Context: an optimization exercise on an open-source flow, tuned for small area, a short achievable clock period and few clock cycles per item. The choices shown serve that exercise and are no tape-out recipe. Function not checked in this run: the RTL went through the layout flow alone. Power and IR drop assume default switching activity.

### flow/design.v
`timescale 1ns / 1ps
package sdaq_pkg;
   localparam int QUEUE_DEPTH_DEF = 16;
   localparam int TIME_WIDTH_DEF  = 32;
   localparam int ID_W      = 8;
   localparam int DUR_W     = 16;
   localparam int NOW_W     = 32;
   localparam int TPU_W     = 10;
   localparam int PROD_W    = DUR_W + TPU_W;
   localparam int CNT_OUT_W = 5;
   localparam logic [TPU_W-1:0] TPU_RESET = TPU_W'(100);
   localparam int CSR_ADDR_W = 3;
   localparam int CSR_DATA_W = 32;
   localparam logic [0:0] REG_TICKS_PER_UNIT = 1'b0;
   localparam logic OP_SLEEP = 1'b0;
   localparam logic OP_CHECK = 1'b1;
   localparam logic STATUS_OK   = 1'b0;
   localparam logic STATUS_FULL = 1'b1;
   typedef struct packed {
      logic             operation;
      logic [ID_W-1:0]  waiter_id;
      logic [DUR_W-1:0] duration;
      logic [NOW_W-1:0] now;
   } req_type;
   typedef struct packed {
      logic                 woke;
      logic [ID_W-1:0]      woken_id;
      logic                 last;
      logic                 status;
      logic [CNT_OUT_W-1:0] waiting_count;
   } rsp_type;
   typedef enum logic [3:0] {
      S_IDLE,
      S_MUL,
      S_ADD,
      S_SCAN_RD,
      S_SCAN_CMP,
      S_SHIFT_RD,
      S_SHIFT_WR,
      S_INSERT,
      S_CHK_RD,
      S_CHK_CMP,
      S_REPLY
   } state_type;
endpackage
`timescale 1ns / 1ps
module sdaq_ram #(
   parameter int WIDTH = 8,
   parameter int DEPTH = 16
) (
   input  logic                     clock,
   input  logic                     we,
   input  logic [$clog2(DEPTH)-1:0] waddr,
   input  logic [WIDTH-1:0]         wdata,
   input  logic [$clog2(DEPTH)-1:0] raddr,
   output logic [WIDTH-1:0]         rdata
);
   logic [WIDTH-1:0] mem [DEPTH];
   logic [WIDTH-1:0] rdata_ff;
   always_ff @(posedge clock) begin
      if (we) begin
         mem[waddr] <= wdata;
      end
      rdata_ff <= mem[raddr];
   end
   assign rdata = rdata_ff;
endmodule
`timescale 1ns / 1ps
import sdaq_pkg::*;
module sorted_deadline_alarm_queue #(
   parameter int QUEUE_DEPTH = QUEUE_DEPTH_DEF,
   parameter int TIME_WIDTH  = TIME_WIDTH_DEF
) (
   input  logic                  clock,
   input  logic                  reset,
   input  logic                  req_valid,
   output logic                  req_stall,
   input  sdaq_pkg::req_type     req_data,
   output logic                  rsp_valid,
   input  logic                  rsp_stall,
   output sdaq_pkg::rsp_type     rsp_data,
   input  logic                  psel,
   input  logic                  penable,
   input  logic                  pwrite,
   input  logic [CSR_ADDR_W-1:0] paddr,
   input  logic [CSR_DATA_W-1:0] pwdata,
   output logic [CSR_DATA_W-1:0] prdata,
   output logic                  pready
);
   localparam int N     = QUEUE_DEPTH;
   localparam int TW    = TIME_WIDTH;
   localparam int CNT_W = $clog2(QUEUE_DEPTH + 1);
   localparam int REQ_W = 1 + ID_W + DUR_W + NOW_W;
   localparam int RSP_W = 1 + ID_W + 1 + 1 + CNT_OUT_W;
   localparam int CW = 1 << $clog2(TW);
   function automatic logic time_after(input logic [TW-1:0] a,
                                       input logic [TW-1:0] b);
      logic [CW-1:0] g, p;
      g = '0;
      p = '1;
      for (int i = 0; i < TW - 1; i++) begin
         g[i] = a[i] & ~b[i];
         p[i] = a[i] | ~b[i];
      end
      for (int w = CW / 2; w >= 1; w = w / 2) begin
         for (int j = 0; j < w; j++) begin
            g[j] = g[2*j+1] | (p[2*j+1] & g[2*j]);
            p[j] = p[2*j+1] & p[2*j];
         end
      end
      time_after = (a[TW-1] == b[TW-1]) ? g[0] : !(g[0] | p[0]);
   endfunction
   logic [TPU_W-1:0] tpu_ff;
   logic [TPU_W-1:0] prdata_ff;
   logic             pready_ff;
   logic             apb_access;
   assign apb_access = psel && penable;
   assign pready     = pready_ff;
   assign prdata     = CSR_DATA_W'(prdata_ff);
   always_ff @(posedge clock) begin
      if (reset) begin
         tpu_ff    <= TPU_RESET;
         pready_ff <= 1'b0;
      end else begin
         pready_ff <= apb_access && !pready_ff;
         if (apb_access && pready_ff && pwrite &&
             (paddr[CSR_ADDR_W-1:2] == REG_TICKS_PER_UNIT)) begin
            tpu_ff <= pwdata[TPU_W-1:0];
         end
      end
      prdata_ff <= (paddr[CSR_ADDR_W-1:2] == REG_TICKS_PER_UNIT) ? tpu_ff : '0;
   end
   logic             adv;           
   logic             s1_v, sk_v;
   logic [REQ_W-1:0] s1_d, sk_d;
   logic             accept;
   assign req_stall = sk_v;
   assign accept    = req_valid && !sk_v;
   always_ff @(posedge clock) begin
      if (reset) begin
         s1_v <= 1'b0;
         sk_v <= 1'b0;
      end else if (adv) begin
         s1_v <= sk_v || accept;
         sk_v <= 1'b0;
      end else if (accept) begin
         s1_v <= 1'b1;
         sk_v <= s1_v;
      end
   end
   always_ff @(posedge clock) begin
      if (adv || !s1_v) begin
         s1_d <= sk_v ? sk_d : REQ_W'(req_data);
      end
      if (!sk_v) begin
         sk_d <= REQ_W'(req_data);
      end
   end
   logic             s1_op;
   logic [ID_W-1:0]  s1_id;
   logic [DUR_W-1:0] s1_dur;
   logic [NOW_W-1:0] s1_now;
   assign {s1_op, s1_id, s1_dur, s1_now} = s1_d;
   logic              s2_v;
   logic              s2_op;
   logic [ID_W-1:0]   s2_id;
   logic [TW-1:0]     s2_now;
   logic [PROD_W-1:0] s2_prod;
   logic              s3_v;
   logic              s3_op;
   logic [ID_W-1:0]   s3_id;
   logic [TW-1:0]     s3_key;
   always_ff @(posedge clock) begin
      if (reset) begin
         s2_v <= 1'b0;
         s3_v <= 1'b0;
      end else if (adv) begin
         s2_v <= s1_v;
         s3_v <= s2_v;
      end
   end
   always_ff @(posedge clock) begin
      if (adv) begin
         s2_op   <= s1_op;
         s2_id   <= s1_id;
         s2_now  <= TW'(s1_now);
         s2_prod <= (s1_op == OP_SLEEP) ? PROD_W'(s1_dur) * PROD_W'(tpu_ff) : '0;
         s3_op   <= s2_op;
         s3_id   <= s2_id;
         s3_key  <= s2_now + TW'(s2_prod);
      end
   end
   logic [TW-1:0]    e_dl [N];
   logic [ID_W-1:0]  e_id [N];
   logic [CNT_W-1:0] count_ff;
   logic [N-1:0] v;         
   logic [N-1:0] lat;       
   logic [N-1:0] at_or_after;    
   logic         full, due0, due1;
   logic         out_ready, fire, do_ins, do_pop, s3_done;
   logic [RSP_W-1:0] res;
   always_comb begin
      for (int i = 0; i < N; i++) begin
         v[i]   = (count_ff > CNT_W'(i));
         lat[i] = time_after(e_dl[i], s3_key);
      end
      at_or_after[0] = !v[0] || lat[0];
      for (int i = 1; i < N; i++) begin
         at_or_after[i] = at_or_after[i-1] || !v[i] || lat[i];
      end
   end
   assign full    = v[N-1];
   assign due0    = v[0] && !lat[0];
   assign due1    = v[1] && !lat[1];
   assign fire    = s3_v && out_ready;
   assign do_ins  = fire && (s3_op == OP_SLEEP) && !full;
   assign do_pop  = fire && (s3_op == OP_CHECK) && due0;
   assign s3_done = !((s3_op == OP_CHECK) && due0 && due1);
   assign adv     = !s3_v || (out_ready && s3_done);
   always_comb begin
      if (s3_op == OP_SLEEP) begin
         res = {1'b0, ID_W'(0), 1'b1, full, CNT_OUT_W'(count_ff + CNT_W'(!full))};
      end else if (due0) begin
         res = {1'b1, e_id[0], !due1, STATUS_OK, CNT_OUT_W'(count_ff - 1'b1)};
      end else begin
         res = {1'b0, ID_W'(0), 1'b1, STATUS_OK, CNT_OUT_W'(count_ff)};
      end
   end
   always_ff @(posedge clock) begin
      if (reset) begin
         count_ff <= '0;
      end else if (do_ins) begin
         count_ff <= count_ff + 1'b1;
      end else if (do_pop) begin
         count_ff <= count_ff - 1'b1;
      end
   end
   for (genvar i = 0; i < N; i++) begin : g_ent
      always_ff @(posedge clock) begin
         if (do_pop) begin
            if (i < N - 1) begin
               e_dl[i] <= e_dl[(i < N - 1) ? i + 1 : i];
               e_id[i] <= e_id[(i < N - 1) ? i + 1 : i];
            end
         end else if (do_ins) begin
            if (i > 0 && at_or_after[(i > 0) ? i - 1 : 0]) begin
               e_dl[i] <= e_dl[(i > 0) ? i - 1 : 0];
               e_id[i] <= e_id[(i > 0) ? i - 1 : 0];
            end else if (at_or_after[i]) begin
               e_dl[i] <= s3_key;
               e_id[i] <= s3_id;
            end
         end
      end
   end
   logic             r_v, k_v;
   logic [RSP_W-1:0] r_d, k_d;
   logic             take;
   assign out_ready = !k_v;
   assign take      = r_v && !rsp_stall;
   assign rsp_valid = r_v;
   assign rsp_data  = r_d;
   always_ff @(posedge clock) begin
      if (reset) begin
         r_v <= 1'b0;
         k_v <= 1'b0;
      end else if (k_v) begin
         if (take) begin
            k_v <= 1'b0;
         end
      end else if (fire) begin
         r_v <= 1'b1;
         k_v <= r_v && !take;
      end else if (take) begin
         r_v <= 1'b0;
      end
   end
   always_ff @(posedge clock) begin
      if (k_v) begin
         if (take) begin
            r_d <= k_d;
         end
      end else if (!r_v || take) begin
         r_d <= res;
      end
      if (!k_v) begin
         k_d <= res;
      end
   end
endmodule
### flow/run.sh
#!/bin/bash
# synth_recipe.tcl (not shown) runs the flow's synth.tcl, then flattens the netlist and writes it again
# the make line also repeats each setting of config.mk as NAME=value (left out here)
make -C /OpenROAD-flow-scripts/flow DESIGN_CONFIG=/design/flow/config.mk WORK_HOME=/design/flow/orfs CLKGATE_MAP_FILE= SYNTH_SCRIPT=/design/flow/synth_recipe.tcl finish
### flow/config.mk
export PLATFORM = sky130hd
export DESIGN_NAME = sorted_deadline_alarm_queue
export DESIGN_NICKNAME = sorted_deadline_alarm_queue
export VERILOG_FILES = /design/flow/design.v
export SDC_FILE = /design/flow/constraint.sdc
export NUM_CORES = 4
export LEC_CHECK = 0
export CAP_MARGIN = 20
export CORE_MARGIN = 2
export CORE_UTILIZATION = 40
export SLEW_MARGIN = 20
### flow/constraint.sdc
create_clock -name core_clock -period 8.0 [get_ports {clock}]
set_input_delay 1.6000 -clock core_clock [delete_from_list [all_inputs] [get_ports {clock}]]
set_output_delay 1.6000 -clock core_clock [all_outputs]
set_load 0.01 [all_outputs]
==> results.txt <==
-- per-stage QoR --
| step | hold slack [ns] | total power [W] | instance area (sq um) | setup WS, ns | std cells |
|---|---|---|---|---|---|
| floorplan | 0.4003 | 0.007801 | 56480 | 1.448 | 5601 |
| global placement | 0.4003 | 0.008689 | 59040 | 1.396 | 7244 |
| detailed placement | 0.4045 | 0.008755 | 59040 | 1.364 | 7244 |
| CTS | 0.4140 | 0.01360 | 62500 | 1.385 | 7436 |
| global route | 0.4203 | 0.01414 | 62530 | 1.055 | 7438 |
| finish | 0.4133 | 0.01353 | 62530 | 1.360 | 7438 |
-- cells in the mapped netlist (all sizes together) (11+ instances only) --
library cell	n
maj3	98
a22oi	37
a21boi	11
nor3	48
nor2b	188
a2111oi	25
nor2	253
or3	14
nand3	48
inv	274
o22ai	74
a22o	18
a221o	12
xor2	30
ha	94
o211ai	24
buf	149
clkbuf	287
a221oi	20
o2111ai	18
o21a	12
nand2b	107
mux2i	455
mux2	97
a31oi	12
dfxtp	89
fa	111
a222oi	26
o21ai	714
a211oi	14
nor4	15
nand2	791
edfxtp	837
or4	11
a21o	24
a21oi	223
o221ai	31
and2	99
xnor2	36
-- cell families (layout without fill, tap and decap cells) --
| kind of cell | after synthesis | after routing |
|---|---|---|
| AOI/OAI and AO/OA | 1388 | 1388 |
| xor gates and xnor gates | 66 | 66 |
| adders and majority gates | 303 | 303 |
| buffers and inverters | 716 | 677 |
| DFF | 926 | 926 |
| muxes | 552 | 552 |
| other | 1 | 22 |
| and+or+nand+nor | 1628 | 1628 |
-- worst register-to-register path, delay by kind of cell (launching register included) --
family	cells	cell delay [ns]
buffers and inverters	1	0.05
flip-flops	1	0.74
AND/OR/NAND/NOR	5	0.60
adder cells (fa/ha/maj)	6	2.84
XOR/XNOR	1	0.16
AO/OA/AOI/OAI	7	2.01
-- flip-flops by register name (all words and copies together) (netlist names), 5 cells and up --
name and count:
count_ff 5, e_dl 512, e_id 128, k_d 16
prdata_ff 10, r_d 16, s1_d 57, s2_id 8
s2_now 32, s2_prod 26, s3_id 8, s3_key 32
sk_d 57, tpu_ff 10
-- where the power goes --
| group | internal, W | switching, W | total [W] | leakage (nW) |
|---|---|---|---|---|
| combinational | 0.00110 | 0.00195 | 0.00305 | 11.0 |
| sequential | 0.00546 | 0.000187 | 0.00565 | 8.68 |
| clock | 0.00274 | 0.00209 | 0.00483 | 1.68 |
| total | 0.00931 | 0.00422 | 0.0135 | 21.3 |
-- placed cells by master, fill, tap and decap left out, types with 107 or more instances in the layout --
cell | synthesis | layout
nor2_1 | 253 | 251
mux2i_1 | 455 | 454
o21ai_0 | 692 | 680
nand2_1 | 790 | 788
clkbuf_16 | 0 | 108
a21oi_1 | 223 | 223
inv_1 | 260 | 260
nand2b_1 | 107 | 107
nor2b_1 | 188 | 188
edfxtp_1 | 837 | 837
fa_1 | 111 | 111
-- final cells by class --
type                    count  area (sq um)  area share (%)
clock buffers             142          2930           4.686
flip-flops and latches    926         26920           43.05
inverters                 280          1051           1.681
repair buffers            205          1904           3.045
well taps                1876          2347           3.754
clock inverters            50         529.3          0.8464
multi-input cells        3959         26850           42.94
-- final timing paths --
kind	startpoint	end	slack, ns
worst max-delay path	tpu_ff[1]	s2_prod[24]	1.36
worst min-delay path	s1_d[31]	s2_now[31]	0.41
worst max register to register	tpu_ff[1]	s2_prod[24]	1.36
worst min register to register	s1_d[31]	s2_now[31]	0.41
-- layer usage --
layer	share of wire, %	GRT usage (%)	vias to the layer above	wire [microns]
li1	-	-	19820	-
met1	46	27.42	19600	66620
met2	46	31.31	1054	66080
met3	4.9	2.139	214	7112
met4	3.0	6.854	0	4385
met5	0	0	-	0
==> results.json <==
{
  "ios": 150,
  "cp_cell_sequence": "nand2_1 -> fa_1 -> fa_1 -> fa_1 -> fa_1 -> inv_1 -> fa_1 -> ha_1 -> o21a_1 -> nor2_1 -> a21oi_1 -> a41o_1 -> a2bb2oi_1 -> a2111oi_0 -> nor2_1 -> o21ai_0 -> nand2b_1 -> a31oi_1 -> xor2_1 -> nor2_1",
  "async_flop_share_pct": 0,
  "setup_viol": 0,
  "rsz0062_at_grt": "no",
  "synth_compound_area_share_pct": 14.82,
  "drc": 0,
  "synthSimpleGateAreaFrac_pct": 13.41,
  "gp_congestion": 0.8789,
  "grt_max_degree": 293,
  "critical_path_class": "flop to flop",
  "reg2regPathDepth": 20,
  "cp_slowest_cell": "a2111oi_0",
  "synthXorXnorAreaFrac_pct": 1.025,
  "num_antenna_cells": 0,
  "end_kind": "flop",
  "critPathMaxFanout": 18,
  "drt_first_pass_iters": 8,
  "drive_gt1_share_pct": 7.318,
  "row_count": 137,
  "hold_buffers": 0,
  "cp_num_buf_inv": 1,
  "port_buffers": 103,
  "finalCriticalPeriod_ns": 6.640,
  "synthesis.area_sq_um": 56400,
  "dp_hpwl_mm": 105.0,
  "vias": 40690,
  "postCtsSetupBuffers": 0,
  "yosysTopAreaCellShare_pct": 44.56,
  "whs_path_depth": 0,
  "clk_latency_ns": 0.72,
  "synth-main-ff-cell": "edfxtp_1",
  "ys_types": 93,
  "crit_family": "adder cells",
  "cpMostUsedCell": "fa_1",
  "status": "finished clean",
  "cts_tree": "done",
  "synth_top_cell_by_area": "edfxtp_1",
  "htree_levels": 3,
  "final_util_pct": 44.76,
  "grt.overflow.total": 0,
  "maxCapViolCount": 0,
  "grt_use_total_pct": 19.54,
  "cpPeakStageDelay_ns": 0.76,
  "netlist_instances": 5580,
  "yosys-top-cells-area": "edfxtp_1 (45%), mux2i_1 (8.1%), o21ai_0 (6.1%), nand2_1 (5.3%), fa_1 (3.9%)",
  "ant_nets": 0,
  "cts-resized-gates": 0,
  "tns_ns": 0,
  "leakage_nw": 21.35,
  "viasPerCell": 5.470,
  "yosysWarnings": 3,
  "fmax_mhz": 150.6,
  "cp.depth": 20,
  "seq_area_frac_synth_pct": 47.72,
  "synth_top_family_by_area": "compound AO/OA/AOI/OAI gates",
  "clk_pin_slew_ns": 0.06,
  "grt_pass1_vias": 40260,
  "synth_fa_ha_area_share_pct": 7.771,
  "root_buffer": "clkbuf_16",
  "drt-initial-drc-count": 3676,
  "hold_viol_final": 0,
  "dieHeight_microns": 379.5,
  "wl_per_cell_microns": 19.39,
  "synth_edf_count": 837,
  "antenna_found_initial": 0,
  "grt_pass1_wl_mm": 228.5,
  "numCtsBuffers": 105,
  "critPathRequiredTime_ns": 8.47,
  "ys_ff_latch": 926,
  "drt_wl_total_mm": 144.2,
  "coreArea_sq_um": 139700,
  "syn_to_final_growth_pct": 10.87,
  "max-slew-margin-rel_pct": 21.99,
  "avgSynthCellArea_sq_um": 10.11,
  "fillCellCount": 13200,
  "synthMuxAreaShare_pct": 10.01,
  "hold_class": "flop to flop",
  "die_area_sq_um": 144000,
  "finalMaxSlewViolations": 0,
  "nets": 5781,
  "ir_worst_vdd_uv": 174.3,
  "clock_sinks": 926,
  "clk_path_buf_depth": 3,
  "initial_utilization_pct": 40.37,
  "power_density_nw_per_um2": 216.4,
  "cp-start-kind": "flop",
  "die_w_microns": 379.5,
  "tightestPinTransition_ns": 1.160,
  "fin_crit_sh_pct": 83.00,
  "cp.arrival_ns": 7.11,
  "clock_skew_ns": 0.05401
}

[separate check: timing with driven ports]
In the flow no input, the clock included, has a driving cell. The finished layout below was timed again as built, in two steps. Step 1 sets driving cells, clkbuf_16 on the clock port and buf_2 on the other inputs (assumed; they add their load-dependent delay and slew). Step 2 times the ports against the registers' clock, not the clock port: input delays grow and output delays shrink by t, the midpoint of the rising clock arrivals with the driver on. Slacks: no drivers / after step 1 / after step 2; pairs: no drivers / after step 1.
shift t [ns]: 0.770
setup WS [ns]: 1.360 / 1.360 / 1.360
hold WS [ns]: 0.413 / 0.413 / 0.413
clock arrival spread, ns: 0.054 / 0.054
worst data-port slew with drivers (ns): 0.07
After both steps setup and hold are still met in this run. The setup slack of this run moves by 0.000 ns with the drivers and by 0.000 ns with both steps.
